Source: an optimization exercise on an open RTL-to-GDS flow (aim: small area, a short achievable clock period and few clock cycles per item). Production flows keep margins and buffers that such runs may drop.
Function was not checked in any run shown here: the RTL went through the layout flow alone.
Power figures rest on the tool's default switching activity, not on a simulated workload.

==> flow/design.v <==
`timescale 1ns / 1ps
package dxtdec_pkg;
    localparam int PIX_IDX_W = 24;
    localparam logic [1:0] CFG_IDX_FORMAT = 2'd0;
    localparam logic [1:0] CFG_IDX_WIDTH  = 2'd1;
    localparam logic [1:0] CFG_IDX_HEIGHT = 2'd2;
    typedef struct packed {
        logic        fmt_dxt5;
        logic [12:0] width;
        logic [12:0] height;
    } t_cfg;
    typedef struct packed {
        logic [3:0][31:0]          pal;
        logic [7:0][7:0]           apal;
        logic [31:0]               cidx;
        logic [47:0]               aidx;
        logic                      dxt5;
        logic [PIX_IDX_W-1:0]      base;
        logic [PIX_IDX_W-1:0]      step;
        logic                      last_img;
    } t_blk;
    typedef struct packed {
        logic full;
        logic empty;
    } t_q_stat;
endpackage
`timescale 1ns / 1ps
module dxt1_dxt5_block_decoder_core #(
    parameter int MAX_DIMENSION = 4096
) (
    input  logic         i_clk,
    input  logic         i_rst_n,
    input  logic         i_cfg_valid,
    output logic         o_cfg_ready,
    input  logic [1:0]   i_cfg_index,
    input  logic [12:0]  i_cfg_data,
    input  logic         s_axis_tvalid,
    output logic         s_axis_tready,
    input  logic [127:0] s_axis_tdata,    
    output logic         m_axis_tvalid,
    input  logic         m_axis_tready,
    output logic [55:0]  m_axis_tdata,    
    output logic         m_axis_tlast,
    output logic [0:0]   m_axis_tuser     
);
    localparam logic [1:0] AM_INTERP = 2'd0;
    localparam logic [1:0] AM_ZERO   = 2'd1;
    localparam logic [1:0] AM_FULL   = 2'd2;
    function automatic logic [10:0] blkdim(input logic [12:0] v);
        if (v[12]) begin
            blkdim = 11'd1024;
        end else if (v[11:2] == 10'd0) begin
            blkdim = 11'd1;
        end else begin
            blkdim = {1'b0, v[11:2]};
        end
    endfunction
    function automatic logic [23:0] expand565(input logic [15:0] v);
        expand565 = {v[4:0], v[4:2], v[10:5], v[10:9], v[15:11], v[15:13]};
    endfunction
    function automatic logic [7:0] div3(input logic [9:0] n);
        logic [1:0] r;
        logic [3:0] t;
        logic [9:0] q;
        r = 2'd0;
        for (int i = 4; i >= 0; i--) begin
            t = st3({r, n[2*i +: 2]});
            q[2*i +: 2] = t[3:2];
            r = t[1:0];
        end
        div3 = q[7:0];
    endfunction
    function automatic logic [8:0] divmod57(input logic [7:0] d, input logic seven);
        logic [2:0] r7, r5;
        logic [3:0] s;
        logic [7:0] q7, q5;
        r7 = 3'd0;
        r5 = 3'd0;
        for (int i = 7; i >= 0; i--) begin
            s     = st7({r7, d[i]});
            q7[i] = s[3];
            r7    = s[2:0];
            s     = st5({r5, d[i]});
            q5[i] = s[3];
            r5    = s[2:0];
        end
        divmod57 = seven ? {q7[5:0], r7} : {q5[5:0], r5};
    endfunction
    function automatic logic [2:0] galpha(input logic [6:0] v);
        case (v)
            7'd0: galpha = 3'd0;
            7'd1: galpha = 3'd0;
            7'd2: galpha = 3'd0;
            7'd3: galpha = 3'd0;
            7'd4: galpha = 3'd0;
            7'd5: galpha = 3'd0;
            7'd6: galpha = 3'd0;
            7'd7: galpha = 3'd0;
            7'd8: galpha = 3'd0;
            7'd9: galpha = 3'd0;
            7'd10: galpha = 3'd0;
            7'd11: galpha = 3'd0;
            7'd12: galpha = 3'd0;
            7'd13: galpha = 3'd1;
            7'd14: galpha = 3'd1;
            7'd15: galpha = 3'd1;
            7'd16: galpha = 3'd0;
            7'd17: galpha = 3'd0;
            7'd18: galpha = 3'd0;
            7'd19: galpha = 3'd1;
            7'd20: galpha = 3'd1;
            7'd21: galpha = 3'd2;
            7'd22: galpha = 3'd2;
            7'd23: galpha = 3'd2;
            7'd24: galpha = 3'd0;
            7'd25: galpha = 3'd0;
            7'd26: galpha = 3'd1;
            7'd27: galpha = 3'd1;
            7'd28: galpha = 3'd2;
            7'd29: galpha = 3'd3;
            7'd30: galpha = 3'd3;
            7'd31: galpha = 3'd4;
            7'd32: galpha = 3'd0;
            7'd33: galpha = 3'd0;
            7'd34: galpha = 3'd1;
            7'd35: galpha = 3'd2;
            7'd36: galpha = 3'd3;
            7'd37: galpha = 3'd4;
            7'd38: galpha = 3'd4;
            7'd39: galpha = 3'd5;
            7'd40: galpha = 3'd0;
            7'd41: galpha = 3'd1;
            7'd42: galpha = 3'd2;
            7'd43: galpha = 3'd3;
            7'd44: galpha = 3'd4;
            7'd45: galpha = 3'd5;
            7'd46: galpha = 3'd6;
            7'd47: galpha = 3'd7;
            7'd48: galpha = 3'd0;
            7'd49: galpha = 3'd1;
            7'd50: galpha = 3'd2;
            7'd51: galpha = 3'd3;
            7'd52: galpha = 3'd4;
            7'd53: galpha = 3'd6;
            7'd54: galpha = 3'd7;
            7'd55: galpha = 3'd0;
            7'd56: galpha = 3'd0;
            7'd57: galpha = 3'd1;
            7'd58: galpha = 3'd2;
            7'd59: galpha = 3'd4;
            7'd60: galpha = 3'd5;
            7'd61: galpha = 3'd7;
            7'd62: galpha = 3'd0;
            7'd63: galpha = 3'd1;
            7'd64: galpha = 3'd0;
            7'd65: galpha = 3'd0;
            7'd66: galpha = 3'd0;
            7'd67: galpha = 3'd0;
            7'd68: galpha = 3'd0;
            7'd69: galpha = 3'd0;
            7'd70: galpha = 3'd0;
            7'd71: galpha = 3'd0;
            7'd72: galpha = 3'd0;
            7'd73: galpha = 3'd1;
            7'd74: galpha = 3'd1;
            7'd75: galpha = 3'd1;
            7'd76: galpha = 3'd1;
            7'd77: galpha = 3'd1;
            7'd78: galpha = 3'd1;
            7'd79: galpha = 3'd1;
            7'd80: galpha = 3'd0;
            7'd81: galpha = 3'd1;
            7'd82: galpha = 3'd1;
            7'd83: galpha = 3'd1;
            7'd84: galpha = 3'd2;
            7'd85: galpha = 3'd2;
            7'd86: galpha = 3'd2;
            7'd87: galpha = 3'd2;
            7'd88: galpha = 3'd0;
            7'd89: galpha = 3'd1;
            7'd90: galpha = 3'd1;
            7'd91: galpha = 3'd2;
            7'd92: galpha = 3'd2;
            7'd93: galpha = 3'd3;
            7'd94: galpha = 3'd3;
            7'd95: galpha = 3'd3;
            7'd96: galpha = 3'd0;
            7'd97: galpha = 3'd1;
            7'd98: galpha = 3'd2;
            7'd99: galpha = 3'd2;
            7'd100: galpha = 3'd3;
            7'd101: galpha = 3'd3;
            7'd102: galpha = 3'd4;
            7'd103: galpha = 3'd4;
            7'd104: galpha = 3'd0;
            7'd105: galpha = 3'd1;
            7'd106: galpha = 3'd2;
            7'd107: galpha = 3'd3;
            7'd108: galpha = 3'd3;
            7'd109: galpha = 3'd4;
            7'd110: galpha = 3'd5;
            7'd111: galpha = 3'd5;
            7'd112: galpha = 3'd0;
            7'd113: galpha = 3'd1;
            7'd114: galpha = 3'd2;
            7'd115: galpha = 3'd3;
            7'd116: galpha = 3'd4;
            7'd117: galpha = 3'd5;
            7'd118: galpha = 3'd6;
            7'd119: galpha = 3'd6;
            7'd120: galpha = 3'd0;
            7'd121: galpha = 3'd1;
            7'd122: galpha = 3'd2;
            7'd123: galpha = 3'd3;
            7'd124: galpha = 3'd4;
            7'd125: galpha = 3'd5;
            7'd126: galpha = 3'd6;
            7'd127: galpha = 3'd7;
            default: galpha = 3'd0;
        endcase
    endfunction
    function automatic logic [3:0] st7(input logic [3:0] v);
        case (v)
            4'd0: st7 = 4'd0;
            4'd1: st7 = 4'd1;
            4'd2: st7 = 4'd2;
            4'd3: st7 = 4'd3;
            4'd4: st7 = 4'd4;
            4'd5: st7 = 4'd5;
            4'd6: st7 = 4'd6;
            4'd7: st7 = 4'd8;
            4'd8: st7 = 4'd9;
            4'd9: st7 = 4'd10;
            4'd10: st7 = 4'd11;
            4'd11: st7 = 4'd12;
            4'd12: st7 = 4'd13;
            4'd13: st7 = 4'd14;
            4'd14: st7 = 4'd0;
            4'd15: st7 = 4'd0;
            default: st7 = 4'd0;
        endcase
    endfunction
    function automatic logic [3:0] st5(input logic [3:0] v);
        case (v)
            4'd0: st5 = 4'd0;
            4'd1: st5 = 4'd1;
            4'd2: st5 = 4'd2;
            4'd3: st5 = 4'd3;
            4'd4: st5 = 4'd4;
            4'd5: st5 = 4'd8;
            4'd6: st5 = 4'd9;
            4'd7: st5 = 4'd10;
            4'd8: st5 = 4'd11;
            4'd9: st5 = 4'd12;
            4'd10: st5 = 4'd0;
            4'd11: st5 = 4'd0;
            4'd12: st5 = 4'd0;
            4'd13: st5 = 4'd0;
            4'd14: st5 = 4'd0;
            4'd15: st5 = 4'd0;
            default: st5 = 4'd0;
        endcase
    endfunction
    function automatic logic [3:0] st3(input logic [3:0] v);
        case (v)
            4'd0: st3 = 4'd0;
            4'd1: st3 = 4'd1;
            4'd2: st3 = 4'd2;
            4'd3: st3 = 4'd4;
            4'd4: st3 = 4'd5;
            4'd5: st3 = 4'd6;
            4'd6: st3 = 4'd8;
            4'd7: st3 = 4'd9;
            4'd8: st3 = 4'd10;
            4'd9: st3 = 4'd12;
            4'd10: st3 = 4'd13;
            4'd11: st3 = 4'd14;
            4'd12: st3 = 4'd0;
            4'd13: st3 = 4'd0;
            4'd14: st3 = 4'd0;
            4'd15: st3 = 4'd0;
            default: st3 = 4'd0;
        endcase
    endfunction
    logic        r_fmt;
    logic [10:0] r_bw, r_bh;
    assign o_cfg_ready = 1'b1;
    always_ff @(posedge i_clk) begin
        if (!i_rst_n) begin
            r_fmt <= 1'b0;
            r_bw  <= 11'd1;
            r_bh  <= 11'd1;
        end else if (i_cfg_valid) begin
            if (i_cfg_index == 2'd0) r_fmt <= i_cfg_data[0];
            if (i_cfg_index == 2'd1) r_bw  <= blkdim(i_cfg_data);
            if (i_cfg_index == 2'd2) r_bh  <= blkdim(i_cfg_data);
        end
    end
    logic [9:0]   r_col, r_row;
    logic [21:0]  r_bb;            
    logic         r_busy;          
    logic [3:0]   r_it;
    logic         r_rdy;           
    logic         r_bv;            
    logic [63:0]  r_lo, r_hi;
    logic         r_bfmt;
    logic [10:0]  r_bbw;
    logic         r_lc, r_lr;
    logic [7:0]   r_bad;           
    logic         r_bseven;        
    logic [3:0]   r_k;             
    logic [1:0]   r_nci;           
    logic [2:0]   r_nai;           
    logic         r_cv;
    logic [29:0]  r_cn;            
    logic         r_cfour;
    logic [2:0]   r_cj;            
    logic [1:0]   r_cam;           
    logic         r_pseven;
    logic [7:0]   r_pa0;           
    logic [5:0]   r_pq;
    logic [2:0]   r_pr;
    logic         r_ov;
    logic [31:0]  r_rgba;
    logic [21:0]  r_idx;
    logic [3:0]   r_ok;            
    logic         r_blast;         
    logic         r_olast, r_ouser;
    logic [1:0]   r_oklo;          
    logic         r_upd;           
    logic w_acc, w_go, w_sel, w_first, w_pend, w_wwrite, w_bset, w_step, w_nrow, w_upd;
    logic w_bv_n, w_busy_n;
    logic [21:0] w_aug, w_add, w_sum;
    logic [11:0] w_rm;
    logic [10:0] w_col1, w_row1;
    assign w_acc    = s_axis_tvalid && r_rdy;
    assign w_go     = r_cv && (!r_ov || m_axis_tready);
    assign w_sel    = r_bv && (!r_cv || w_go);
    assign w_first  = w_go && (r_ok == 4'd0);
    assign w_upd    = r_upd;
    assign w_pend   = (r_bv && r_k == 4'd0) || (r_cv && r_ok == 4'd0) || r_upd;
    assign w_wwrite = i_cfg_valid && (i_cfg_index == 2'd1);
    assign w_nrow   = w_upd && r_lc && !r_lr;
    assign w_bset   = (w_wwrite && ((r_row != 10'd0) || r_bv || r_cv || r_upd || w_acc)) || w_nrow;
    assign w_step   = r_busy && !w_pend;
    assign w_col1 = {1'b0, r_col} + 11'd1;
    assign w_row1 = {1'b0, r_row} + 11'd1;
    assign w_rm  = {r_row, 2'b00};
    always_comb begin
        if (!w_step) begin
            w_aug = r_bb;
            w_add = 22'd1;
        end else if (r_it == 4'd12) begin
            w_aug = r_bb;
            w_add = 22'(r_col);
        end else begin
            w_aug = (r_it == 4'd0) ? 22'd0 : {r_bb[20:0], 1'b0};
            w_add = w_rm[4'd11 - r_it] ? 22'(r_bw) : 22'd0;
        end
    end
    assign w_sum = w_aug + w_add;
    assign w_bv_n   = w_acc ? 1'b1 : (w_sel && r_k == 4'd15) ? 1'b0 : r_bv;
    assign w_busy_n = w_bset ? 1'b1 : (w_step && r_it == 4'd12) ? 1'b0 : r_busy;
    always_ff @(posedge i_clk) begin
        if (!i_rst_n) begin
            r_col  <= 10'd0;
            r_row  <= 10'd0;
            r_bb   <= 22'd0;
            r_busy <= 1'b0;
            r_it   <= 4'd0;
            r_rdy  <= 1'b1;
            r_bv   <= 1'b0;
            r_k    <= 4'd0;
            r_cv   <= 1'b0;
            r_ok   <= 4'd0;
            r_ov   <= 1'b0;
            r_upd  <= 1'b0;
        end else begin
            r_upd  <= w_first;
            r_bv   <= w_bv_n;
            r_busy <= w_busy_n;
            r_rdy  <= !w_bv_n && !w_busy_n;
            if (w_sel) r_k <= r_k + 4'd1;
            r_cv <= w_sel || (r_cv && !w_go);
            if (w_go) r_ok <= r_ok + 4'd1;
            r_ov <= w_go || (r_ov && !m_axis_tready);
            if (w_bset) begin
                r_it <= 4'd0;
            end else if (w_step) begin
                r_it <= r_it + 4'd1;
                r_bb <= w_sum;
            end
            if (w_upd) begin
                if (r_lc) begin
                    r_col <= 10'd0;
                    if (r_lr) begin
                        r_row <= 10'd0;
                        r_bb  <= 22'd0;
                    end else begin
                        r_row <= w_row1[9:0];
                    end
                end else begin
                    r_col <= w_col1[9:0];
                    r_bb  <= w_sum;
                end
            end
        end
    end
    logic [7:0] w_ia0, w_ia1;
    assign w_ia0 = s_axis_tdata[7:0];
    assign w_ia1 = s_axis_tdata[15:8];
    always_ff @(posedge i_clk) begin
        if (r_rdy) begin
            r_lo     <= s_axis_tdata[63:0];
            r_hi     <= s_axis_tdata[127:64];
            r_bfmt   <= r_fmt;
            r_bbw    <= r_bw;
            r_lc     <= (w_col1 >= r_bw);
            r_lr     <= (w_row1 >= r_bh);
            r_bseven <= (w_ia0 > w_ia1);
            r_bad    <= (w_ia0 > w_ia1) ? (w_ia0 - w_ia1) : (w_ia1 - w_ia0);
        end
    end
    logic [3:0] w_k1;
    assign w_k1 = r_k + 4'd1;
    always_ff @(posedge i_clk) begin
        if (r_rdy) begin
            r_nci <= r_fmt ? s_axis_tdata[97:96] : s_axis_tdata[33:32];
            r_nai <= s_axis_tdata[18:16];
        end else if (w_sel) begin
            r_nci <= r_bfmt ? r_hi[32 + 2 * w_k1 +: 2] : r_lo[32 + 2 * w_k1 +: 2];
            r_nai <= r_lo[16 + 3 * w_k1 +: 3];
        end
    end
    logic [63:0] w_cw;
    logic [15:0] w_c0, w_c1;
    logic [23:0] w_e0, w_e1;
    logic [1:0]  w_ci;
    logic [2:0]  w_ai;
    logic        w_four, w_zero, w_sx, w_sy;
    logic [7:0]  w_ex, w_ey;
    logic [29:0] w_n;
    logic [2:0]  w_j;
    logic [1:0]  w_am;
    always_comb begin
        w_cw   = r_bfmt ? r_hi : r_lo;
        w_c0   = w_cw[15:0];
        w_c1   = w_cw[31:16];
        w_e0   = expand565(w_c0);
        w_e1   = expand565(w_c1);
        w_ci   = r_nci;
        w_ai   = r_nai;
        w_four = r_bfmt || (w_c0 > w_c1);
        w_zero = !w_four && (w_ci == 2'd3);
        w_sx   = w_ci[0];
        w_sy   = w_ci[0] ^ w_ci[1];
        for (int ch = 0; ch < 3; ch++) begin
            w_ex = w_sx ? w_e1[ch*8 +: 8] : w_e0[ch*8 +: 8];
            w_ey = w_sy ? w_e1[ch*8 +: 8] : w_e0[ch*8 +: 8];
            if (w_zero) begin
                w_n[ch*10 +: 10] = 10'd0;
            end else if (w_four) begin
                w_n[ch*10 +: 10] = {1'b0, w_ex, 1'b0} + {2'b00, w_ey};
            end else begin
                w_n[ch*10 +: 10] = {2'b00, w_ex} + {2'b00, w_ey};
            end
        end
        case (w_ai)
            3'd0:    w_j = 3'd0;
            3'd1:    w_j = r_bseven ? 3'd7 : 3'd5;
            default: w_j = w_ai - 3'd1;
        endcase
        if (!r_bfmt) begin
            w_am = w_zero ? AM_ZERO : AM_FULL;
        end else if (!r_bseven && w_ai == 3'd6) begin
            w_am = AM_ZERO;
        end else if (!r_bseven && w_ai == 3'd7) begin
            w_am = AM_FULL;
        end else begin
            w_am = AM_INTERP;
        end
    end
    logic [8:0] w_qr;
    assign w_qr = divmod57(r_bad, r_bseven);
    always_ff @(posedge i_clk) begin
        if (w_sel) begin
            r_cn    <= w_n;
            r_cfour <= w_four;
            r_cj    <= w_j;
            r_cam   <= w_am;
            if (r_k == 4'd0) begin
                r_pseven <= r_bseven;
                r_pa0    <= r_bseven ? ~r_lo[7:0] : r_lo[7:0];
                r_pq     <= w_qr[8:3];
                r_pr     <= w_qr[2:0];
            end
        end
    end
    logic [23:0] w_rgb;
    logic [2:0]  w_g;
    logic [7:0]  w_z, w_alpha, w_p0, w_p1, w_p2, w_s1, w_s2, w_s3;
    logic [8:0]  w_y1, w_y2, w_y3;
    always_comb begin
        for (int ch = 0; ch < 3; ch++) begin
            w_rgb[ch*8 +: 8] = r_cfour ? div3(r_cn[ch*10 +: 10]) : r_cn[ch*10+1 +: 8];
        end
        w_g = galpha({r_pseven, r_cj, r_pr});
        w_p0 = r_cj[0] ? 8'(r_pq) : 8'd0;
        w_p1 = r_cj[1] ? 8'({r_pq, 1'b0}) : 8'd0;
        w_p2 = r_cj[2] ? 8'({r_pq, 2'b00}) : 8'd0;
        w_s1 = r_pa0 ^ w_p0 ^ w_p1;
        w_y1 = {(r_pa0 & w_p0) | (r_pa0 & w_p1) | (w_p0 & w_p1), 1'b0};
        w_s2 = w_s1 ^ w_y1[7:0] ^ w_p2;
        w_y2 = {(w_s1 & w_y1[7:0]) | (w_s1 & w_p2) | (w_y1[7:0] & w_p2), 1'b0};
        w_s3 = w_s2 ^ w_y2[7:0] ^ 8'(w_g);
        w_y3 = {(w_s2 & w_y2[7:0]) | (w_s2 & 8'(w_g)) | (w_y2[7:0] & 8'(w_g)), 1'b0};
        w_z  = w_s3 + w_y3[7:0];
        case (r_cam)
            AM_ZERO: w_alpha = 8'd0;
            AM_FULL: w_alpha = 8'd255;
            default: w_alpha = r_pseven ? ~w_z : w_z;
        endcase
    end
    always_ff @(posedge i_clk) begin
        if (w_go) begin
            r_rgba  <= {w_alpha, w_rgb};
            r_olast <= (r_ok == 4'd15);
            r_ouser <= (r_ok == 4'd15) && r_blast;
            r_oklo  <= r_ok[1:0];
            if (r_ok == 4'd0) begin
                r_idx   <= r_bb;
                r_blast <= r_lc && r_lr;
            end else if (r_ok[1:0] == 2'd0) begin
                r_idx <= r_idx + 22'(r_bbw);
            end
        end
    end
    assign s_axis_tready = r_rdy;
    assign m_axis_tvalid = r_ov;
    assign m_axis_tdata  = {r_idx, r_oklo, r_rgba};
    assign m_axis_tlast  = r_olast;
    assign m_axis_tuser  = r_ouser;
endmodule
==> flow/flow/run.sh <==
#!/bin/bash
set -o pipefail
cat >> config.mk <<'CFG'
export SETUP_SLACK_MARGIN = 5.5
export BUFFER_PORTS_ARGS = -buffer_cell sky130_fd_sc_hd__buf_1
CFG
bash standard.sh > standard_run.log 2>&1
==> flow/standard.sh <==
#!/bin/bash
# synth_recipe.tcl (not shown) runs the flow's synth.tcl, then flattens the netlist and writes it again
# the make line also repeats each setting of config.mk as NAME=value (left out here)
make -C /OpenROAD-flow-scripts/flow DESIGN_CONFIG=/design/flow/config.mk WORK_HOME=/design/flow/orfs CLKGATE_MAP_FILE= SYNTH_SCRIPT=/design/flow/synth_recipe.tcl "${@:-finish}"
==> flow/config.mk <==
export PLATFORM = sky130hd
export DESIGN_NAME = dxt1_dxt5_block_decoder_core
export DESIGN_NICKNAME = dxt1_dxt5_block_decoder_core
export VERILOG_FILES = /design/flow/design.v
export SDC_FILE = /design/flow/constraint.sdc
export NUM_CORES = 4
export LEC_CHECK = 0
export ABC_AREA = 1
export CAP_MARGIN = 20
export CORE_MARGIN = 2
export CORE_UTILIZATION = 40
export SLEW_MARGIN = 20
export SETUP_SLACK_MARGIN = 5.5
export BUFFER_PORTS_ARGS = -buffer_cell sky130_fd_sc_hd__buf_1
==> flow/constraint.sdc <==
create_clock -name core_clock -period 9.0 [get_ports {i_clk}]
set_input_delay 1.8000 -clock core_clock [delete_from_list [all_inputs] [get_ports {i_clk}]]
set_output_delay 1.8000 -clock core_clock [all_outputs]
set_load 0.01 [all_outputs]
==> results_dict.tcl, run 1 <==
set metrics [dict create \
    synth_edf_count 269 \
    root_buffer "clkbuf_16" \
    synthAdderAreaFrac 0.128 \
    critPathMaxStageDelay_ns 0.32 \
    drv_cap 0 \
    die_width_um 245 \
    drtPass1Iterations 5 \
    slew_headroom 0.241 \
    io_pins 209 \
    crit_top_cell "inv_2" \
    drt-initial-drc-count 1519 \
    required_ns 9.47 \
    cts_tree "built" \
    worstMarginPinSlew_ns 1.13 \
    min_to "r_bbw[9]" \
    final_cell_count_no_fill 3894 \
    finalSetupViolations 0 \
    dpl.cell_count 3694 \
    seq_area_frac_synth 0.419 \
    fp.dieArea_um2 60100 \
    syn_to_final_growth_pct 23.2 \
    fin_worst_skew_ns 0.0407 \
    clk_pin_slew_worst_paths_ns 0.06 \
    postLayoutCoreUtil 0.498 \
    reg2reg_slack_ns 5.40 \
    reg2reg_depth 27 \
    hpwl_um 48200 \
    grt_pass1_vias 19565 \
    clockBufferDepth 3 \
    fmax_ghz 0.278 \
    globalRoute.totalOverflow 0 \
    hold_viol_final 0 \
    fin_tns_setup_ns 0 \
    critical_path.top_delay_family "compound AO/OA/AOI/OAI gates" \
    netlist_instances 2784 \
    antenna_found_initial 8 \
    htreeDepth 2 \
    worst_r2r_endpoint "r_bb[19]" \
    yosys.area_share.xor_xnor 0.0320 \
    initial_core_util 0.404 \
    min_from "r_bw[9]" \
    synth_compound_area_frac 0.161 \
    die_h_um 245 \
    maxSlewViolCount 0 \
    dp_slack_ns 3.83 \
    ys_warn_count 1 \
    syn_area_per_cell_um2 8.36 \
    ys_types 59 \
    grt_start_max_net_pins 74 \
    track_usage 0.219 \
    core_area_um2 57600 \
    crit_slowest_cell "dfxtp_2" \
    final_layout_size_suffix_gt1_frac 0.159 \
    finalCritPeriodShare 0.400 \
    rsz0062_at_grt "yes" \
    synth_top_family_by_area "simple AND/OR/NAND/NOR gates" \
    worst_hold_path_type "reg -> reg" \
    drc 0 \
    setup_ws_ns 5.40 \
    post-route-min-period_ns 3.60 \
    place.gp.congestion 0.872 \
    wl_um 68000 \
    cts_sinks 352 \
    synthArstFlopShare 0 \
    wl_per_cell_um 17.5 \
    rows 88 \
    worstSetupPathType "reg -> reg" \
    avgViaCountPerCell 5.27 \
    insertion_delay_ns 0.60 \
    r2r_start "r_ok[0]" \
    layout_commonest_cell "nand2_1" \
    path_buf_inv 9 \
    ant_nets 0 \
    crit_path_max_fanout 6 \
    dr_total_vias 20536 \
    syn_area_um2 23300 \
    hold_depth 0 \
    syn-num-nets 3157 \
    final_cell_mix "nand2_1, inv_1, edfxtp_1" \
    finalPower_mw 8.41 \
    critPathCaptureType "flop" \
    ys_ff_latch 352 \
    port_buffers 206 \
    cp_data_arrival_time_ns 4.07 \
    power_leakage_nw 12.0 \
    peakVddDrop_uv 217 \
    synth_mux_area_frac 0.00774 \
    start_kind "flop" \
    cts_made_buffers 41 \
    grt_first_pass_wirelength_um 105000 \
    synth_ff_type "edfxtp_1" \
    final_nets 3466 \
    status "finished clean" \
    pwr_density_cell_nw_per_um2 293 \
    synthSimpleGateAreaFrac 0.178 \
]
==> logic make-up (layout without fill, tap and decap cells) <==
kind of cell / Yosys count / in the layout
AO/OA/AOI/OAI: 670 / 670
adder cells (fa/ha/maj): 225 / 225
multiplexers: 18 / 18
flip-flops: 352 / 352
buffers and inverters: 457 / 797
AND/OR/NAND/NOR: 976 / 976
XOR/XNOR: 85 / 85
other: 1 / 6
==> cell type report <==
class,count,area (um2)
clock buffer,57,1130
fill,5382,28900
sequential,352,9750
antenna,5,12.5
inverter,379,1510
tap,765,957
timing repair inverter,4,28.8
multi-input combinational,1975,13100
timing repair buffer,340,1980
clock inverter,17,219
==> Yosys cell counts, types with 4 or more instances <==
| cell type | number | share of area |
|---|---|---|
| nor4_1 | 7 | 0.0019 |
| mux2i_1 | 18 | 0.0077 |
| clkinv_1 | 10 | 0.0016 |
| o211ai_1 | 37 | 0.012 |
| xnor2_1 | 20 | 0.0075 |
| fa_1 | 22 | 0.019 |
| o311ai_0 | 6 | 0.0023 |
| ha_1 | 203 | 0.11 |
| a221oi_1 | 4 | 0.0015 |
| nand3_2 | 7 | 0.0030 |
| edfxtp_1 | 269 | 0.35 |
| a31oi_1 | 19 | 0.0051 |
| o21ai_1 | 12 | 0.0026 |
| o21ai_0 | 282 | 0.061 |
| o31ai_1 | 6 | 0.0019 |
| clkbuf_1 | 67 | 0.011 |
| o221ai_1 | 9 | 0.0034 |
| nand2_2 | 9 | 0.0024 |
| a21oi_1 | 214 | 0.046 |
| nand3_1 | 129 | 0.028 |
| a211oi_1 | 7 | 0.0023 |
| o2111ai_1 | 4 | 0.0015 |
| nor2_2 | 6 | 0.0016 |
| nor2_1 | 169 | 0.027 |
| inv_2 | 10 | 0.0016 |
| buf_1 | 6 | 0.00097 |
| or2_2 | 23 | 0.0062 |
| dfxtp_1 | 83 | 0.071 |
| o21bai_1 | 6 | 0.0019 |
| inv_1 | 359 | 0.058 |
| nor3_1 | 19 | 0.0041 |
| xor2_1 | 65 | 0.024 |
| o21a_1 | 12 | 0.0039 |
| nand2_1 | 569 | 0.092 |
| nand3b_1 | 6 | 0.0019 |
| nand4_1 | 17 | 0.0046 |
| and2_1 | 5 | 0.0013 |
| o22ai_1 | 38 | 0.010 |
==> worst register-to-register path, stage by stage, from the launching register on <==
cell	delay, ns
dfxtp_2	0.32
inv_2	0.08
ha_4	0.13
inv_2	0.05
nor3_4	0.17
buf_12	0.16
inv_16	0.05
o21ai_4	0.24
a21oi_4	0.10
inv_8	0.09
buf_4	0.11
nor3_1	0.04
a21oi_1	0.13
inv_1	0.08
ha_4	0.29
nand2_2	0.04
nor2_1	0.12
a211oi_2	0.09
o21ai_2	0.21
a21boi_2	0.10
o21ai_2	0.18
inv_2	0.08
nor2_4	0.19
nand2_4	0.09
nor2_2	0.11
a21boi_1	0.07
o21bai_1	0.13
inv_1	0.05
==> per-stage QoR <==
step | hold slack, ns | area (um2)
6_report | 0.446 | 28700
3_3_place_gp | 0.444 | 25000
5_1_grt | 0.480 | 28700
3_5_place_dp | 0.437 | 25000
2_1_floorplan | 0.408 | 23500
4_1_cts | 0.456 | 27200
==> per-layer routing <==
metal / up-vias / part of all wire / track usage
li1: 10107 / - / -
met1: 9644 / 0.45 / 0.301
met2: 654 / 0.46 / 0.346
met3: 127 / 0.060 / 0.0356
met4: 4 / 0.030 / 0.0778
met5: - / 0.00041 / 0
==> power by group <==
group	leakage (nW)	internal, mW	switching [mW]	total, mW
clock network	0.654	0.972	0.712	1.68
registers	3.31	2.09	0.158	2.24
logic	7.99	1.74	2.74	4.48
==> flip-flops by register name, indices dropped and copies added, names as in the netlist, 11 cells and up <==
signal  count
r_idx      22
r_lo       64
r_bh       11
r_cn       30
r_bw       11
r_bbw      11
r_hi       64
r_bb       22
r_rgba     32
==> how the worst max path moves through the flow <==
| stage | startpoint | depth (start not counted) | endpoint | slack [ns] |
|---|---|---|---|---|
| floorplan | r_k[0] | 27 | r_bb[12] | 5.20 |
| global placement | r_bfmt | 19 | r_cn[20] | 3.83 |
| detailed placement | r_bfmt | 19 | r_cn[10] | 3.83 |
| CTS | r_k[0] | 25 | r_bb[12] | 5.41 |
| global route | r_k[0] | 26 | r_bb[18] | 5.16 |
| finish | r_ok[0] | 27 | r_bb[19] | 5.40 |
==> timing repair <==
action                                  4_1_cts  5_1_grt
gates resized for setup                     104      234
endpoints found under the setup margin       63       64
setup buffers                                51       62
cloned                                        7        1
pin swaps                                    28       80
hold buffers                                  0        0
==> run 2: changes to the inputs <==
--- a/flow/design.v
+++ b/flow/design.v
@@ -46,13 +46,13 @@
     localparam logic [1:0] AM_INTERP = 2'd0;
     localparam logic [1:0] AM_ZERO   = 2'd1;
     localparam logic [1:0] AM_FULL   = 2'd2;
-    function automatic logic [10:0] blkdim(input logic [12:0] v);
+    function automatic logic [9:0] blkdim1(input logic [12:0] v);
         if (v[12]) begin
-            blkdim = 11'd1024;
+            blkdim1 = 10'd1023;
         end else if (v[11:2] == 10'd0) begin
-            blkdim = 11'd1;
+            blkdim1 = 10'd0;
         end else begin
-            blkdim = {1'b0, v[11:2]};
+            blkdim1 = v[11:2] - 10'd1;
         end
     endfunction
     function automatic logic [23:0] expand565(input logic [15:0] v);
@@ -283,17 +283,17 @@
         endcase
     endfunction
     logic        r_fmt;
-    logic [10:0] r_bw, r_bh;
+    logic [9:0]  r_bw, r_bh;        
     assign o_cfg_ready = 1'b1;
     always_ff @(posedge i_clk) begin
         if (!i_rst_n) begin
             r_fmt <= 1'b0;
-            r_bw  <= 11'd1;
-            r_bh  <= 11'd1;
+            r_bw  <= 10'd0;
+            r_bh  <= 10'd0;
         end else if (i_cfg_valid) begin
             if (i_cfg_index == 2'd0) r_fmt <= i_cfg_data[0];
-            if (i_cfg_index == 2'd1) r_bw  <= blkdim(i_cfg_data);
-            if (i_cfg_index == 2'd2) r_bh  <= blkdim(i_cfg_data);
+            if (i_cfg_index == 2'd1) r_bw  <= blkdim1(i_cfg_data);
+            if (i_cfg_index == 2'd2) r_bh  <= blkdim1(i_cfg_data);
         end
     end
     logic [9:0]   r_col, r_row;
@@ -304,7 +304,7 @@
     logic         r_bv;            
     logic [63:0]  r_lo, r_hi;
     logic         r_bfmt;
-    logic [10:0]  r_bbw;
+    logic [9:0]   r_bbw;           
     logic         r_lc, r_lr;
     logic [7:0]   r_bad;           
     logic         r_bseven;        
@@ -333,6 +333,7 @@
     logic [21:0] w_aug, w_add, w_sum;
     logic [11:0] w_rm;
     logic [10:0] w_col1, w_row1;
+    logic        w_cin;
     assign w_acc    = s_axis_tvalid && r_rdy;
     assign w_go     = r_cv && (!r_ov || m_axis_tready);
     assign w_sel    = r_bv && (!r_cv || w_go);
@@ -349,16 +350,19 @@
     always_comb begin
         if (!w_step) begin
             w_aug = r_bb;
-            w_add = 22'd1;
+            w_add = 22'd0;
+            w_cin = 1'b1;
         end else if (r_it == 4'd12) begin
             w_aug = r_bb;
             w_add = 22'(r_col);
+            w_cin = 1'b0;
         end else begin
             w_aug = (r_it == 4'd0) ? 22'd0 : {r_bb[20:0], 1'b0};
-            w_add = w_rm[4'd11 - r_it] ? 22'(r_bw) : 22'd0;
+            w_cin = w_rm[4'd11 - r_it];
+            w_add = w_cin ? 22'(r_bw) : 22'd0;
         end
     end
-    assign w_sum = w_aug + w_add;
+    assign w_sum = w_aug + w_add + 22'(w_cin);
     assign w_bv_n   = w_acc ? 1'b1 : (w_sel && r_k == 4'd15) ? 1'b0 : r_bv;
     assign w_busy_n = w_bset ? 1'b1 : (w_step && r_it == 4'd12) ? 1'b0 : r_busy;
     always_ff @(posedge i_clk) begin
@@ -415,8 +419,8 @@
             r_hi     <= s_axis_tdata[127:64];
             r_bfmt   <= r_fmt;
             r_bbw    <= r_bw;
-            r_lc     <= (w_col1 >= r_bw);
-            r_lr     <= (w_row1 >= r_bh);
+            r_lc     <= (r_col >= r_bw);
+            r_lr     <= (r_row >= r_bh);
             r_bseven <= (w_ia0 > w_ia1);
             r_bad    <= (w_ia0 > w_ia1) ? (w_ia0 - w_ia1) : (w_ia1 - w_ia0);
         end
@@ -531,7 +535,7 @@
                 r_idx   <= r_bb;
                 r_blast <= r_lc && r_lr;
             end else if (r_ok[1:0] == 2'd0) begin
-                r_idx <= r_idx + 22'(r_bbw);
+                r_idx <= r_idx + 22'(r_bbw) + 22'd1;
             end
         end
     end
==> flow/flow/run.sh (replaced) <==
#!/bin/bash
set -o pipefail
cat >> config.mk <<'CFG'
export SETUP_SLACK_MARGIN = 5
export BUFFER_PORTS_ARGS = -buffer_cell sky130_fd_sc_hd__buf_1
CFG
bash standard.sh > standard_run.log 2>&1
--- a/flow/config.mk
+++ b/flow/config.mk
@@ -10,5 +10,5 @@
 export CORE_MARGIN = 2
 export CORE_UTILIZATION = 40
 export SLEW_MARGIN = 20
-export SETUP_SLACK_MARGIN = 5.5
+export SETUP_SLACK_MARGIN = 5
 export BUFFER_PORTS_ARGS = -buffer_cell sky130_fd_sc_hd__buf_1
==> results_dict.tcl, run 2 <==
set metrics [dict create \
    status "finished clean" \
    syn_area_per_cell_um2 8.35 \
    worstSetupPathType "in -> reg" \
    place.gp.congestion 0.872 \
    hpwl_um 48800 \
    power_leakage_nw 11.4 \
    antenna_found_initial 3 \
    io_pins 209 \
    htreeDepth 2 \
    cp_cell_sequence "buf_1, nand2_1, nand4_1, o31ai_1, nand2_1, nor2_1, clkinv_1, nand2_4, inv_1, or2_2, a21oi_1" \
    final_layout_size_suffix_gt1_frac 0.0837 \
    hold_buffers 0 \
    globalRoute.totalOverflow 0 \
    drv_cap 0 \
    fin_hold_ws_ns 0.460 \
    track_usage 0.214 \
    grt_pass1_vias 19303 \
    synth_top_area_share 0.346 \
    synthArstFlopShare 0 \
    peakVddDrop_uv 169 \
    min_to "r_bbw[7]" \
    dpl_cell_area_um2 24800 \
    finalSetupViolations 0 \
    drtPass1Iterations 5 \
    required_ns 9.50 \
    cts_sinks 349 \
    dp_slack_ns 3.48 \
    grt_first_pass_wirelength_um 103000 \
    ys_top_cells_by_area "edfxtp_1, ha_1, nand2_1" \
    stdcell_area_um2 26800 \
    final_cell_count_no_fill 3812 \
    drt-initial-drc-count 1469 \
    fin_worst_skew_ns 0.0417 \
    final_nets 3384 \
    ys_ff_latch 349 \
    synth_ff_type "edfxtp_1" \
    die_h_um 245 \
    ys_top_cells_by_count "nand2_1, inv_1, o21ai_0" \
    die_width_um 245 \
    port_buffers 206 \
    worst_r2r_endpoint "r_bb[21]" \
    ys_types 58 \
    grt_start_max_net_pins 80 \
    fmax_ghz 0.259 \
    ant_nets 0 \
    crit_top_cell "nand2_1" \
    rsz0062_at_grt "yes" \
    r2r_start "r_k[0]" \
    synth_area_leader_cell "edfxtp_1" \
    cp_data_arrival_time_ns 4.36 \
    slew_headroom 0.310 \
    setup_ws_ns 5.14 \
    crit_path_max_fanout 22 \
    clk_pin_slew_worst_paths_ns 0.06 \
    post-route-min-period_ns 3.86 \
    dpl.cell_count 3694 \
    top_regs "r_hi: 64 flops, r_lo: 64 flops, r_rgba: 32 flops" \
    critPathCaptureType "flop" \
    hold_viol_final 0 \
    initial_core_util 0.404 \
    netlist_instances 2785 \
    fin_tns_setup_ns 0 \
    critPathMaxStageDelay_ns 0.57 \
    clockBufferDepth 3 \
    worst_hold_path_type "reg -> reg" \
    root_buffer "clkbuf_16" \
    fp.dieArea_um2 60000 \
    n_fill_cell 5618 \
    cts_tree "built" \
    avgViaCountPerCell 5.26 \
    layout_commonest_cell "nand2_1" \
    drc 0 \
    finalCritPeriodShare 0.429 \
    maxSlewViolCount 0 \
    crit_slowest_cell "clkinv_1" \
    dr_total_vias 20058 \
    seq_area_frac_synth 0.416 \
    insertion_delay_ns 0.59 \
    syn-num-nets 3155 \
    ys_warn_count 1 \
    reg2reg_depth 26 \
    wl_per_cell_um 17.1 \
    final_cell_mix "nand2_1, inv_1, o21ai_0" \
    cts_made_buffers 41 \
    worstMarginPinSlew_ns 1.03 \
    min_from "r_bw[7]" \
    reg2reg_slack_ns 5.28 \
    wl_um 65300 \
    synth_edf_count 268 \
    core_area_um2 57600 \
    syn_area_um2 23200 \
    syn_to_final_growth_pct 15.4 \
    start_kind "input port" \
    yosysMostFrequentCell "nand2_1" \
    hold_depth 0 \
    rows 88 \
    pwr_density_cell_nw_per_um2 288 \
]
-- run 2: cell types whose count changed in the layout (fill, tap and decap cells not counted), sizes merged, moves of 8 or more --
| cell | before | now |
|---|---|---|
| buf | 333 | 255 |
| xor2 | 65 | 56 |
| o21bai | 6 | 14 |
| nand3 | 136 | 164 |
| o211ai | 37 | 26 |
| nor3 | 21 | 29 |
| inv | 372 | 391 |
| nand2 | 579 | 529 |
| nor2 | 177 | 186 |
-- run 2: power by group --
group	leakage (nW)	total [mW]	switching, mW	internal (mW)
logic	7.50	3.79	2.42	1.37
registers	3.29	2.24	0.158	2.08
clock network	0.656	1.68	0.703	0.980
total	11.4	7.71	3.28	4.43
-- run 2: worst max-delay path by stage --
| stage | start | to | slack, ns | cells after the start |
|---|---|---|---|---|
| 6_report | s_axis_tvalid | r_bb[0] | 5.14 | 11 |
| 5_1_grt | r_bad[6] | r_pr[1] | 4.95 | 32 |
| 4_1_cts | r_ok[1] | r_bb[21] | 4.98 | 26 |
| 3_5_place_dp | r_k[0] | r_bb[21] | 3.48 | 26 |
| 3_3_place_gp | r_k[0] | r_bb[21] | 3.58 | 26 |
| 2_1_floorplan | r_k[0] | r_bb[15] | 5.01 | 29 |
-- run 2: logic make-up after synthesis --
family                   Yosys count  synth area share
flip-flops                       349             0.416
AND/OR/NAND/NOR                  972             0.181
multiplexers                      14           0.00603
other                              1          0.000161
buffers and inverters            473            0.0771
AO/OA/AOI/OAI                    676             0.163
XOR/XNOR                          78            0.0294
adder cells (fa/ha/maj)          222             0.127
-- run 2: routing by layer --
metal  global-route usage  part of all wire
met3               0.0336             0.058
met5                    0                 0
met2                0.353              0.47
met1                0.294              0.46
met4               0.0511             0.017
-- run 2: cell type report --
type                    count  area [um2]  area share
flip-flops and latches    349        9680       0.361
clock inverters            20         246     0.00919
repair buffers            255        1170      0.0436
multi-input cells        1966       12100       0.451
well taps                 765         957      0.0357
clock buffers              54        1120      0.0419
inverters                 399        1520      0.0567
repair inverters            2        11.3    0.000420
diodes                      2        5.00    0.000187
-- run 2: stage by stage --
step	util	power [mW]
finish	0.466	7.71
detailed placement	0.430	5.91
global route	0.466	8.43
CTS	0.458	7.64
floorplan	-	5.03
global placement	0.430	5.76
-- run 2: critical path: cells and delay by family --
| kind | cells | cell delay [ns] |
|---|---|---|
| and+or+nand+nor | 6 | 1.32 |
| buffers and inverters | 3 | 0.88 |
| AOI/OAI and AO/OA | 2 | 0.33 |
-- run 2: timing repair --
item,CTS,global route
setup buffers,11,26
pin swaps,4,18
endpoints found under the setup margin,60,42
gates cloned,2,3
resized for setup,32,73
==> run 3: changes to the inputs <==
--- a/flow/design.v
+++ b/flow/design.v
@@ -302,7 +302,10 @@
     logic [3:0]   r_it;
     logic         r_rdy;           
     logic         r_bv;            
-    logic [63:0]  r_lo, r_hi;
+    logic [63:0]  r_lo;            
+    logic [31:0]  r_hidx;          
+    logic [31:0]  r_chdr;          
+    logic         r_bfour;         
     logic         r_bfmt;
     logic [9:0]   r_bbw;           
     logic         r_lc, r_lr;
@@ -348,7 +351,7 @@
     assign w_row1 = {1'b0, r_row} + 11'd1;
     assign w_rm  = {r_row, 2'b00};
     always_comb begin
-        if (!w_step) begin
+        if (!r_busy) begin
             w_aug = r_bb;
             w_add = 22'd0;
             w_cin = 1'b1;
@@ -405,18 +408,22 @@
                     end
                 end else begin
                     r_col <= w_col1[9:0];
-                    r_bb  <= w_sum;
+                    if (!r_busy) r_bb <= w_sum;
                 end
             end
         end
     end
-    logic [7:0] w_ia0, w_ia1;
+    logic [7:0]  w_ia0, w_ia1;
+    logic [31:0] w_ihdr;
+    assign w_ihdr = r_fmt ? s_axis_tdata[95:64] : s_axis_tdata[31:0];
     assign w_ia0 = s_axis_tdata[7:0];
     assign w_ia1 = s_axis_tdata[15:8];
     always_ff @(posedge i_clk) begin
         if (r_rdy) begin
             r_lo     <= s_axis_tdata[63:0];
-            r_hi     <= s_axis_tdata[127:64];
+            r_hidx   <= s_axis_tdata[127:96];
+            r_chdr   <= w_ihdr;
+            r_bfour  <= r_fmt || (w_ihdr[15:0] > w_ihdr[31:16]);
             r_bfmt   <= r_fmt;
             r_bbw    <= r_bw;
             r_lc     <= (r_col >= r_bw);
@@ -432,11 +439,10 @@
             r_nci <= r_fmt ? s_axis_tdata[97:96] : s_axis_tdata[33:32];
             r_nai <= s_axis_tdata[18:16];
         end else if (w_sel) begin
-            r_nci <= r_bfmt ? r_hi[32 + 2 * w_k1 +: 2] : r_lo[32 + 2 * w_k1 +: 2];
+            r_nci <= r_bfmt ? r_hidx[2 * w_k1 +: 2] : r_lo[32 + 2 * w_k1 +: 2];
             r_nai <= r_lo[16 + 3 * w_k1 +: 3];
         end
     end
-    logic [63:0] w_cw;
     logic [15:0] w_c0, w_c1;
     logic [23:0] w_e0, w_e1;
     logic [1:0]  w_ci;
@@ -447,14 +453,13 @@
     logic [2:0]  w_j;
     logic [1:0]  w_am;
     always_comb begin
-        w_cw   = r_bfmt ? r_hi : r_lo;
-        w_c0   = w_cw[15:0];
-        w_c1   = w_cw[31:16];
+        w_c0   = r_chdr[15:0];
+        w_c1   = r_chdr[31:16];
         w_e0   = expand565(w_c0);
         w_e1   = expand565(w_c1);
         w_ci   = r_nci;
         w_ai   = r_nai;
-        w_four = r_bfmt || (w_c0 > w_c1);
+        w_four = r_bfour;
         w_zero = !w_four && (w_ci == 2'd3);
         w_sx   = w_ci[0];
         w_sy   = w_ci[0] ^ w_ci[1];
==> flow/flow/run.sh (replaced) <==
#!/bin/bash
set -o pipefail
cat >> config.mk <<'CFG'
export SETUP_SLACK_MARGIN = 5.4
export BUFFER_PORTS_ARGS = -buffer_cell sky130_fd_sc_hd__buf_1
CFG
bash standard.sh > standard_run.log 2>&1
--- a/flow/config.mk
+++ b/flow/config.mk
@@ -10,5 +10,5 @@
 export CORE_MARGIN = 2
 export CORE_UTILIZATION = 40
 export SLEW_MARGIN = 20
-export SETUP_SLACK_MARGIN = 5
+export SETUP_SLACK_MARGIN = 5.4
 export BUFFER_PORTS_ARGS = -buffer_cell sky130_fd_sc_hd__buf_1
==> results_dict.tcl, run 3 <==
set metrics [dict create \
    status "finished clean" \
    io_pins 209 \
    place.gp.congestion 0.891 \
    core_area_um2 56400 \
    peakVddDrop_uv 165 \
    slew_headroom 0.276 \
    rows 87 \
    clockBufferDepth 3 \
    cts_made_buffers 41 \
    worst_hold_path_type "reg -> reg" \
    required_ns 9.46 \
    grt_first_pass_wirelength_um 97700 \
    finalCritPeriodShare 0.412 \
    critPathCaptureType "flop" \
    grt_pass1_vias 18976 \
    fmax_ghz 0.270 \
    die_h_um 243 \
    fin_tns_setup_ns 0 \
    ys_top_cells_by_area "edfxtp_1, ha_1, nand2_1" \
    rsz0062_at_grt "yes" \
    dr_total_vias 19995 \
    syn_to_final_growth_pct 19.3 \
    postLayoutCoreUtil 0.483 \
    drv_cap 0 \
    maxSlewViolCount 0 \
    hold_viol_final 0 \
    final_layout_size_suffix_gt1_frac 0.123 \
    power_leakage_nw 11.5 \
    drtPass1Iterations 6 \
    htreeDepth 2 \
    ys_ff_latch 342 \
    initial_core_util 0.405 \
    synth_ff_type "edfxtp_1" \
    root_buffer "clkbuf_16" \
    ys_top_cells_by_count "nand2_1, inv_1, o21ai_0" \
    cp_data_arrival_time_ns 4.17 \
    clk_pin_slew_worst_paths_ns 0.06 \
    ant_nets 0 \
    synthArstFlopShare 0 \
    wl_um 62200 \
    track_usage 0.203 \
    worstSetupPathType "reg -> reg" \
    syn-num-nets 3135 \
    start_kind "flop" \
    ys_types 55 \
    drt-initial-drc-count 1411 \
    antenna_found_initial 4 \
    avgViaCountPerCell 5.23 \
    netlist_instances 2765 \
    final_cell_mix "nand2_1, inv_1, o21ai_0" \
    grt_start_max_net_pins 84 \
    post-route-min-period_ns 3.71 \
    die_width_um 243 \
    synth_top_area_share 0.343 \
    yosysMostFrequentCell "nand2_1" \
    finalSetupViolations 0 \
    layout_commonest_cell "nand2_1" \
    globalRoute.totalOverflow 0 \
    hold_buffers 0 \
    insertion_delay_ns 0.57 \
    wl_per_cell_um 16.3 \
    cts_sinks 342 \
    drc 0 \
    final_nets 3399 \
    syn_area_per_cell_um2 8.26 \
    crit_path_max_fanout 8 \
    largest_reg_flops 56 \
    synth_edf_count 261 \
    port_buffers 206 \
    synth_area_leader_cell "edfxtp_1" \
    regMostFlops "r_lo" \
    fin_worst_skew_ns 0.0175 \
    hpwl_um 45500 \
    ys_warn_count 1 \
    seq_area_frac_synth 0.414 \
    cts_tree "built" \
    worstMarginPinSlew_ns 1.09 \
    pwr_density_cell_nw_per_um2 282 \
    syn_area_um2 22800 \
    fp.dieArea_um2 59000 \
]
## run 3: changes by cell type after synthesis, moves of 8 or more
cell      previous run  this run
nand2_1            514       479
mux2i_1             14         4
nor3_1              24        35
nand3_1            156       130
clkbuf_1            59        69
o21ai_0            290       319
nor2_1             182       203
xor2_1              56        48
or2_2               25        34
## run 3: layout make-up
class / count / area (um2)
Fill cell: 5504 / 29100
Multi-Input combinational cell: 1946 / 12300
Sequential cell: 342 / 9480
Timing Repair Buffer: 298 / 1530
Inverter: 397 / 1530
Clock buffer: 52 / 1110
Tap cell: 756 / 946
Clock inverter: 23 / 299
Timing Repair inverter: 3 / 15.0
Antenna cell: 3 / 7.51
## run 3: per-layer routing
metal | routed length (um) | GRT usage | share of wire | vias to the layer above
met5 | 0 | 0 | 0 | -
met4 | 2210 | 0.0830 | 0.036 | 0
met3 | 3460 | 0.0318 | 0.056 | 120
met2 | 28300 | 0.326 | 0.45 | 565
met1 | 28300 | 0.274 | 0.45 | 9354
li1 | - | - | - | 9956
## run 3: cell families after synthesis
group | share of synthesized area
fa+ha+maj | 0.129
simple gates | 0.176
xor+xnor | 0.0261
other cells | 0.000164
compound gates | 0.174
flops | 0.414
mux | 0.00175
buf+inv | 0.0789
## run 3: path summary, 6_finish.rpt
kind,from,end,slack (ns),cells past startpoint
worst max-delay path,r_it[1],r_bb[14],5.29,23
worst min-delay path,r_bw[5],r_bbw[5],0.50,0
worst max register to register,r_it[1],r_bb[14],5.29,23
worst min register to register,r_bw[5],r_bbw[5],0.50,0
## run 3: what timing repair did
action	CTS	global route
buffers inserted	34	42
pin swaps	18	72
hold endpoints to repair	0	0
setup endpoints to repair	53	39
cloned	2	2
gates resized for setup	50	151
## run 3: power breakdown
part | internal (mW) | switching, mW | total, mW
Sequential | 2.01 | 0.152 | 2.16
Clock | 1.05 | 0.688 | 1.74
Combinational | 1.42 | 2.35 | 3.77
Total | 4.49 | 3.19 | 7.67
## run 3: worst max-delay path, cell delays in order (launching register included)
cell and delay (ns):
dfxtp_4 0.38, inv_6 0.05, ha_4 0.16, nand2_4 0.08
clkinvlp_4 0.10, buf_4 0.15, buf_12 0.12, nor2_4 0.11
buf_6 0.15, clkinvlp_4 0.21, nand2_2 0.13, o31ai_2 0.06
ha_1 0.35, buf_4 0.14, nand2_1 0.04, inv_1 0.09
a21oi_4 0.07, o21ai_2 0.19, a21oi_2 0.08, o21ai_2 0.21
nand4_1 0.27, xor2_1 0.22, o211ai_1 0.18, inv_1 0.05
## run 3: metrics by stage
step / hold slack, ns / setup WS (ns) / total power, mW / area, um2 / instances
6_report: 0.502 / 5.29 / 7.67 / 27200 / 3820
5_1_grt: 0.518 / 5.09 / 8.31 / 27200 / 3819
4_1_cts: 0.505 / 5.38 / 7.26 / 26300 / 3772
3_5_place_dp: 0.489 / 4.32 / 5.39 / 24400 / 3661
3_3_place_gp: 0.483 / 4.46 / 5.28 / 24400 / 3661
2_1_floorplan: 0.424 / 5.41 / 4.63 / 22900 / 2765
==> run 4: changes to the inputs <==
--- a/flow/design.v
+++ b/flow/design.v
@@ -337,6 +337,7 @@
     logic [11:0] w_rm;
     logic [10:0] w_col1, w_row1;
     logic        w_cin;
+    logic [22:0] w_sum23, w_idx23;
     assign w_acc    = s_axis_tvalid && r_rdy;
     assign w_go     = r_cv && (!r_ov || m_axis_tready);
     assign w_sel    = r_bv && (!r_cv || w_go);
@@ -365,7 +366,8 @@
             w_add = w_cin ? 22'(r_bw) : 22'd0;
         end
     end
-    assign w_sum = w_aug + w_add + 22'(w_cin);
+    assign w_sum23 = {w_aug, 1'b1} + {w_add, w_cin};
+    assign w_sum   = w_sum23[22:1];
     assign w_bv_n   = w_acc ? 1'b1 : (w_sel && r_k == 4'd15) ? 1'b0 : r_bv;
     assign w_busy_n = w_bset ? 1'b1 : (w_step && r_it == 4'd12) ? 1'b0 : r_busy;
     always_ff @(posedge i_clk) begin
@@ -530,6 +532,7 @@
             default: w_alpha = r_pseven ? ~w_z : w_z;
         endcase
     end
+    assign w_idx23 = {r_idx, 1'b1} + {12'd0, r_bbw, 1'b1};
     always_ff @(posedge i_clk) begin
         if (w_go) begin
             r_rgba  <= {w_alpha, w_rgb};
@@ -540,7 +543,7 @@
                 r_idx   <= r_bb;
                 r_blast <= r_lc && r_lr;
             end else if (r_ok[1:0] == 2'd0) begin
-                r_idx <= r_idx + 22'(r_bbw) + 22'd1;
+                r_idx <= w_idx23[22:1];
             end
         end
     end
==> flow/flow/run.sh (replaced) <==
#!/bin/bash
set -o pipefail
cat >> config.mk <<'CFG'
export SETUP_SLACK_MARGIN = 5.5
export BUFFER_PORTS_ARGS = -buffer_cell sky130_fd_sc_hd__buf_1
CFG
bash standard.sh > standard_run.log 2>&1
--- a/flow/config.mk
+++ b/flow/config.mk
@@ -9,6 +9,8 @@
 export CAP_MARGIN = 20
 export CORE_MARGIN = 2
 export CORE_UTILIZATION = 40
+export CTS_CLUSTER_DIAMETER = 80
+export CTS_CLUSTER_SIZE = 20
 export SLEW_MARGIN = 20
-export SETUP_SLACK_MARGIN = 5.4
+export SETUP_SLACK_MARGIN = 5.5
 export BUFFER_PORTS_ARGS = -buffer_cell sky130_fd_sc_hd__buf_1
==> results_dict.tcl, run 4 <==
set metrics [dict create \
    synth_ff_type "edfxtp_1" \
    peakVddDrop_uv 263 \
    ys_warn_count 1 \
    synth_compound_area_frac 0.172 \
    drt-initial-drc-count 1444 \
    crit_path_max_fanout 5 \
    drv_cap 0 \
    htreeDepth 1 \
    path_buf_inv 2 \
    synth_top_area_share 0.338 \
    dr_total_vias 20362 \
    syn_to_final_growth_pct 18.6 \
    rows 88 \
    reg2reg_slack_ns 5.49 \
    crit_slowest_cell "fa_2" \
    syn_area_per_cell_um2 8.26 \
    core_area_um2 57500 \
    start_kind "flop" \
    final_layout_size_suffix_gt1_frac 0.135 \
    grt_first_pass_wirelength_um 101000 \
    fin_hold_ws_ns 0.487 \
    seq_area_frac_synth 0.408 \
    finalCritPeriodShare 0.390 \
    worst_r2r_endpoint "r_rgba[31]" \
    pwr_density_cell_nw_per_um2 275 \
    cp_data_arrival_time_ns 3.82 \
    drtPass1Iterations 6 \
    cts_sinks 342 \
    n_fill_cell 5525 \
    cts_made_buffers 26 \
    layout_commonest_cell "nand2_1" \
    gr-max-usage-layer "met2" \
    synthSimpleGateAreaFrac 0.184 \
    ys_types 63 \
    final_nets 3436 \
    cts_tree "built" \
    insertion_delay_ns 0.58 \
    worstSetupPathType "reg -> reg" \
    worstMarginPinSlew_ns 0.898 \
    hpwl_um 46900 \
    crit_top_cell "nand2_1" \
    dp_slack_ns 4.62 \
    dpl_cell_area_um2 24800 \
    port_buffers 206 \
    ys_ff_latch 342 \
    slew_headroom 0.401 \
    critical_path.top_delay_family "adder cells" \
    regMostFlops "r_lo" \
    setup_ws_ns 5.49 \
    grt_pass1_vias 19266 \
    yosys.area_share.xor_xnor 0.0249 \
    synth_top_family_by_area "simple AND/OR/NAND/NOR gates" \
    power_leakage_nw 11.5 \
    clk_pin_slew_worst_paths_ns 0.08 \
    die_width_um 245 \
    maxSlewViolCount 0 \
    critPathCaptureType "flop" \
    reg2reg_depth 13 \
    die_h_um 245 \
    worst_hold_path_type "reg -> reg" \
    fp.dieArea_um2 59900 \
    ys_top_cells_by_area "edfxtp_1, ha_1, nand2_1" \
    stdcell_area_um2 27500 \
    required_ns 9.31 \
    antenna_found_initial 0 \
    synthArstFlopShare 0 \
    synthAdderAreaFrac 0.127 \
    ys_top_cells_by_count "nand2_1, inv_1, o21ai_0" \
    diodes 0 \
    drc 0 \
    avgViaCountPerCell 5.29 \
    ant_nets 0 \
    wl_per_cell_um 16.6 \
    synth_edf_count 261 \
    syn-num-nets 3180 \
    synth_area_leader_cell "edfxtp_1" \
    root_buffer "clkbuf_16" \
    hold_depth 2 \
    fmax_ghz 0.285 \
    status "finished clean" \
    place.gp.congestion 0.886 \
    fin_tns_setup_ns 0 \
    r2r_start "r_cj[0]" \
    io_pins 209 \
    track_usage 0.204 \
    hold_viol_final 0 \
    syn_area_um2 23200 \
    postLayoutCoreUtil 0.479 \
    post-route-min-period_ns 3.51 \
    grt_use_met1 0.283 \
    multi_input_area_um2 12900 \
    cp_cell_sequence "nand2_1, inv_2, fa_1, fa_1, fa_2, inv_2, fa_2, o21ai_4, nand2_1, nand2_1, a21oi_2, xor2_1, o21ai_1" \
    synth_mux_area_frac 0.00173 \
    netlist_instances 2809 \
    critPathMaxStageDelay_ns 0.59 \
    fin_worst_skew_ns 0.0218 \
    final_cell_mix "nand2_1, inv_1, o21ai_0" \
    met3_usage 0.0216 \
    largest_reg_flops 56 \
    register_area_um2 9470 \
    min_from "r_bb[5]" \
    min_to "r_bb[5]" \
    grtUsageMet2 0.342 \
    wl_um 63800 \
    yosysMostFrequentCell "nand2_1" \
    rsz0062_at_grt "yes" \
    grt_start_max_net_pins 87 \
    finalSetupViolations 0 \
    clockBufferDepth 3 \
    initial_core_util 0.403 \
    globalRoute.totalOverflow 0 \
]
==> run 4: cell types whose count changed after synthesis, moves of 6 or more <==
cell      previous run  this run
a31oi_1             19        27
inv_1              386       403
nand2_1            479       491
nand2_2              6        13
nand3_1            130       146
nand4_1             13        19
nor2_1             203       177
nor3_1              35        26
o211ai_1            20        36
o21ai_1             11         4
or2_2               34        41
xnor2_1             20        27
xor2_1              48        39
==> run 4: layout make-up <==
type,count,area share
Multi-Input combinational cell,1970,0.470
Clock buffer,35,0.0266
Timing Repair inverter,3,0.000819
Inverter,416,0.0581
Sequential cell,342,0.344
Tap cell,765,0.0348
Timing Repair Buffer,306,0.0594
Clock inverter,13,0.00601
==> run 4: metrics by stage <==
step           instances  power [mW]
6_report            3850        7.57
5_1_grt             3850        8.18
4_1_cts             3791        6.89
3_5_place_dp        3711        5.47
3_3_place_gp        3711        5.34
2_1_floorplan       2809        4.71
==> run 4: what timing repair did <==
item                                    4_1_cts  5_1_grt
gates cloned                                  3        2
pin swaps                                    13       78
gates resized for setup                      33      220
buffers inserted                             29       56
endpoints found under the setup margin       59       45
hold buffers                                  0        0
==> run 4: cells by family after synthesis <==
kind of cell,count (synthesis)
AO/OA/AOI/OAI,714
XOR/XNOR,66
adder cells (fa/ha/maj),223
buffers and inverters,498
flip-flops,342
multiplexers,4
other,1
AND/OR/NAND/NOR,961
==> run 4: worst max-delay path by stage <==
stage               startpoint  slack, ns  depth (start not counted)          to
3_5_place_dp           r_it[0]       4.62                         23    r_bb[17]
3_3_place_gp           r_it[0]       4.69                         23    r_bb[17]
5_1_grt                r_cj[0]       5.31                         20  r_rgba[30]
6_report               r_cj[0]       5.49                         13  r_rgba[31]
4_1_cts                r_it[0]       5.34                         25    r_bb[17]
2_1_floorplan  s_axis_tdata[0]       5.50                         10    r_bad[5]
==> run 4: report_power, final <==
part           internal (mW)  switching [mW]
logic                   1.67            2.50
clock network          0.627           0.619
registers               2.00           0.157
==> run 4: routing by layer <==
metal  vias to the layer above  part of all wire
met2                       555              0.47
met4                         0             0.022
met3                        67             0.046
li1                      10101                 -
met5                         -                 0
met1                      9639              0.46
==> run 4: worst register-to-register path, stage by stage, from the launching register on <==
cell	delay, ns
edfxtp_1	0.51
nand2_1	0.13
inv_2	0.04
fa_1	0.52
fa_1	0.44
fa_2	0.59
inv_2	0.05
fa_2	0.37
o21ai_4	0.17
nand2_1	0.06
nand2_1	0.07
a21oi_2	0.06
xor2_1	0.17
o21ai_1	0.08

[static timing again, ports no longer ideal]
The flow's constraints put no driver on any port. The routed layouts listed below were extracted and timed again, unchanged, in two steps.
Step 1 sets driving cells, clkbuf_16 on the clock port and buf_2 on the other inputs (assumed; they add their load-dependent delay and slew).
Step 2 times the ports against the registers' clock, not the clock port: input delays grow and output delays shrink by t, the midpoint of the rising clock arrivals with the driver on.
a / b / c = ideal / step 1 / step 2; a / b = the first two.
run | t (ns) | setup WS [ns] | worst data-port slew with drivers (ns)
run 1 | 0.639 | 5.398 / 5.398 / 4.981 | 0.10
run 2 | 0.627 | 5.140 / 5.173 / 4.546 | 0.09
run 3 | 0.629 | 5.290 / 5.290 / 4.871 | 0.10
run 4 | 0.628 | 5.491 / 5.491 / 5.027 | 0.06
After both steps every run listed still meets setup and hold. The setup slack of run 2, which loses most, moves by +0.033 ns with the drivers and by -0.594 ns with both steps.
